Background: an optimization exercise with open tools, aiming at small area, a short achievable clock period and few clock cycles per item. Do not read the settings as production practice. In this exercise RTL edits were held to simulation tests only and were not proved equivalent to the original.

== 07-04 ==
Design radix_digit_converter_core, start of the top module:
module radix_digit_converter_core #(
  parameter int unsigned VALUE_BITS = rdc_pkg::VALUE_BITS_DEF,
  parameter int unsigned MAX_DIGITS = rdc_pkg::MAX_DIGITS_DEF
) (
  input  logic                  clk_i,
  input  logic                  rst_ni,
  input  logic                  cfg_we_i,
  input  logic [rdc_pkg::BASE_W-1:0]     cfg_wdata_i,
  input  logic                  in_valid_i,
  output logic                  in_ready_o,
  input  logic [VALUE_BITS-1:0] value_i,
  output logic                  out_valid_o,
  input  logic                  out_ready_i,
  output logic [rdc_pkg::DIGIT_W-1:0]    digit_o,
  output logic                  last_digit_o
);
Size: about 460 flip-flops, ~88 I/O pins.
export LEC_CHECK = 0
export ABC_AREA = 1
export CAP_MARGIN = 20
export CORE_MARGIN = 2
export CORE_UTILIZATION = 40
export SETUP_SLACK_MARGIN = 5
export SLEW_MARGIN = 20
export TNS_END_PERCENT = 100
create_clock -name core_clock -period 9.0 [get_ports {clk_i}]
run.sh (not shown) runs the stock make flow with config.mk's settings and CLKGATE_MAP_FILE= SYNTH_SCRIPT=/design/flow/synth_recipe.tcl, a recipe that flattens the netlist after the stock synthesis.
Testbench counts of 07-04, summed over its fixed seeds: cycles 7,830, digits 4,076.
The inputs of 05-15 differ from those of 07-04 as listed below.
diff --git a/flow/design.v b/flow/design.v
--- a/flow/design.v
+++ b/flow/design.v
@@ -49,14 +49,15 @@
   logic [1:0]  ps_q, ps_d;
   logic        rdy_q, rdy_d;       
   logic        p2_q, p2_d;         
   logic [62:0] v_q, v_d;           
   logic [63:0] w_q, w_d;           
   logic [79:0] s_q, s_d;           
   logic [8:0]  b_q, b_d;
+  logic [10:0] b3_q, b3_d;         
   logic [1:0]  pw_q, pw_d;         
   logic        byte_q, byte_d;     
   logic [5:0]  pp_q, pp_d;         
   logic [3:0]  vtop_q, vtop_d;     
   logic [4:0]  ntop_q, ntop_d;     
   logic [5:0]  k_q, k_d;           
   logic [5:0]  remd_q, remd_d;     
@@ -112,16 +113,16 @@
   logic [5:0] oct_start;
   always_comb begin
     oct_start = 6'd0;
     for (int i = 0; i < 21; i++) begin
       if (((64'(value_i) >> (3 * i)) & 64'h7) != 64'd0) oct_start = 6'(3 * i);
     end
   end
-  logic [1:0] w_grp;       
-  assign w_grp = 2'(w_q >> {pp_q[5:1], 1'b0});
+  logic [2:0] w_grp;       
+  assign w_grp = 3'(w_q >> pp_q);
   logic [1:0] w_pair;      
   assign w_pair = 2'(w_q >> {rpos_q, 1'b0});
   logic [7:0] o_win;       
   assign o_win = 8'(o_q >> {op_q[5:2], 2'b00});
   logic [3:0] o_hi, o_lo;
   logic [4:0] o_ptr;
   logic [4:0] o_top;
@@ -149,38 +150,49 @@
   function automatic logic [3:0] dd_corr(input logic [3:0] d);
     dd_corr = (d >= 4'd5) ? 4'(d + 4'd3) : d;
   endfunction
   logic [79:0] dd_next;
   always_comb begin
     logic [79:0] t;
     dd_next = s_q;
-    for (int j = 1; j >= 0; j--) begin
+    for (int j = 2; j >= 0; j--) begin
       for (int i = 0; i < 20; i++) t[4*i +: 4] = dd_corr(dd_next[4*i +: 4]);
       dd_next = {t[78:0], w_grp[j]};
     end
   end
   logic [1:0] st_q    [NST];       
   logic [7:0] st_r    [NST];       
   logic       st_z    [NST];       
   logic       st_zin  [NST];       
   always_comb begin
     for (int s = 0; s < NST; s++) begin
-      logic [8:0] t, d;
-      logic       n;
-      logic [7:0] r;
-      r         = sf_q[s] ? 8'd0 : sr_q[s];
+      logic [9:0]  t;
+      logic [10:0] d1, d2, d3;
+      logic        n1, n2, n3;
+      logic [7:0]  rin;
+      rin       = sf_q[s] ? 8'd0 : sr_q[s];
       st_zin[s] = sf_q[s] ? 1'b0 : sz_q[s];
-      for (int j = 1; j >= 0; j--) begin
-        t = {r, sb_q[s][j]};
-        {n, d} = {1'b0, t} - {1'b0, b_q};
-        st_q[s][j] = !n;
-        r = n ? t[7:0] : d[7:0];
+      t = {rin, sb_q[s]};
+      {n1, d1} = {2'b00, t} - {3'b000, b_q};
+      {n2, d2} = {2'b00, t} - {2'b00, b_q, 1'b0};
+      {n3, d3} = {2'b00, t} - {1'b0, b3_q};
+      if (!n3) begin
+        st_q[s] = 2'd3;
+        st_r[s] = d3[7:0];
+      end else if (!n2) begin
+        st_q[s] = 2'd2;
+        st_r[s] = d2[7:0];
+      end else if (!n1) begin
+        st_q[s] = 2'd1;
+        st_r[s] = d1[7:0];
+      end else begin
+        st_q[s] = 2'd0;
+        st_r[s] = t[7:0];
       end
-      st_r[s] = r;
-      st_z[s] = st_zin[s] | (st_q[s] != 2'd0);
+      st_z[s] = st_zin[s] | !n1;
     end
   end
   logic       fin;
   logic [7:0] fin_dig;
   logic       fin_zero;      
   logic       fin_lastst;    
   always_comb begin
@@ -281,14 +293,15 @@
     logic [5:0] kept;
     ps_d    = ps_q;
     p2_d    = p2_q;
     v_d     = v_q;
     w_d     = w_q;
     s_d     = s_q;
     b_d     = b_q;
+    b3_d    = b3_q;
     pw_d    = pw_q;
     byte_d  = byte_q;
     pp_d    = pp_q;
     vtop_d  = vtop_q;
     ntop_d  = ntop_q;
     k_d     = k_q;
     remd_d  = remd_q;
@@ -330,14 +343,15 @@
         lz_d   = 1'b1;
       end
     end
     if (rdy_q) begin
       v_d     = value_i;
       w_d     = 64'(value_i);
       b_d     = beff;
+      b3_d    = 11'(beff) + {1'b0, beff, 1'b0};
       byte_d  = (beff > 9'd16);
       p2_d    = (beff == 9'd2 || beff == 9'd8 || beff == 9'd16);
       vtop_d  = in_top;
       s_d     = (beff == 9'd2 || beff == 9'd8 || beff == 9'd16) ? 80'(value_i) : 80'd0;
       lz_d    = 1'b0;
       iss_d   = 1'b0;
       done_d  = 1'b0;
@@ -353,15 +367,15 @@
         pw_d = 2'd1;
         pp_d = oct_start;
       end else if (beff == 9'd16) begin
         pw_d = 2'd2;
         pp_d = {in_top, 2'b00};
       end else begin
         pw_d = 2'd2;
-        pp_d = {in_top, 2'b10};
+        pp_d = oct_start;
       end
     end
     case (ps_q)
       PS_IDLE: begin
         if (in_valid_i) begin
           if (beff == 9'd2 || beff == 9'd8 || beff == 9'd16) begin
             ps_d = PS_XFER;
@@ -371,16 +385,16 @@
             ps_d = PS_DIV;
             rv_d = 1'b1;
           end
         end
       end
       PS_DD: begin
         s_d  = dd_next;
-        pp_d = pp_q - 6'd2;
-        if (pp_q[5:1] == 5'd0) ps_d = PS_XFER;
+        pp_d = pp_q - 6'd3;
+        if (pp_q == 6'd0) ps_d = PS_XFER;
       end
       PS_DIV: begin
         if (done_q) begin
           if (pass1_q) remd_d = k_q;
           done_d = 1'b0;
           rv_d   = 1'b0;
           ps_d   = PS_XFER;
@@ -489,14 +503,15 @@
   end
   always_ff @(posedge clk_i) begin
     p2_q     <= p2_d;
     v_q      <= v_d;
     w_q      <= w_d;
     s_q      <= s_d;
     b_q      <= b_d;
+    b3_q     <= b3_d;
     pw_q     <= pw_d;
     byte_q   <= byte_d;
     pp_q     <= pp_d;
     vtop_q   <= vtop_d;
     ntop_q   <= ntop_d;
     k_q      <= k_d;
     remd_q   <= remd_d;
--- outcome ---
[05-15] share of synthesized cell area in and, or, nand and nor gates rose 1.1 points relative to 07-04
05-15 against 07-04: total non-filler cell area in the finished layout went up by 9.9%; sequential cell area share went down by 2.0 points.
Changes observed in 05-15 relative to 07-04: proportion of layout cells with a drive suffix above 1 shows a reduction of 5.4 points; critical path depth shows a reduction of 19; wire length on met3 shows an increase of about 16%.
Across both runs, core footprint was higher for 05-15 than for 07-04.
Looking at slowest cell on the critical path, the clkdlybuf4s50_1 result is from 05-15; the edfxtp_1 one comes from 07-04.
Re number of instances in the placed design: 05-15 is 19% up on 07-04.
Testbench counts of 05-15, summed over its fixed seeds: cycles 7,121, digits 4,076.

[what the ideal ports hide]
The results above use ideal ports. As a check the final layouts listed here were re-extracted and re-timed, cells and wires unchanged. Step 1, drivers: a clkbuf_16 drives clk_i and a buf_2 each remaining input, both assumed. Step 2 moves the port delays by t, midway between the first and last clock arrival at a register: inputs arrive t later, outputs are due t later. That takes back most of the time a late clock gives input paths. Three values: ideal, step 1, step 2; two values: the first two.
run	shift t [ns]	setup WS [ns]	clock arrival spread, ns	slew at the worst register clock pin (ns)	worst data-port slew with drivers (ns)
07-04	0.682	4.696 / 4.696 / 4.369	0.040 / 0.040	0.07 / 0.07	0.05
05-15	0.704	5.012 / 5.054 / 4.351	0.039 / 0.039	0.07 / 0.07	0.14
After both steps every run listed still meets setup and hold. For 05-15, which loses most, drivers alone change the setup slack by +0.042 ns; drivers and shift together by -0.661 ns.
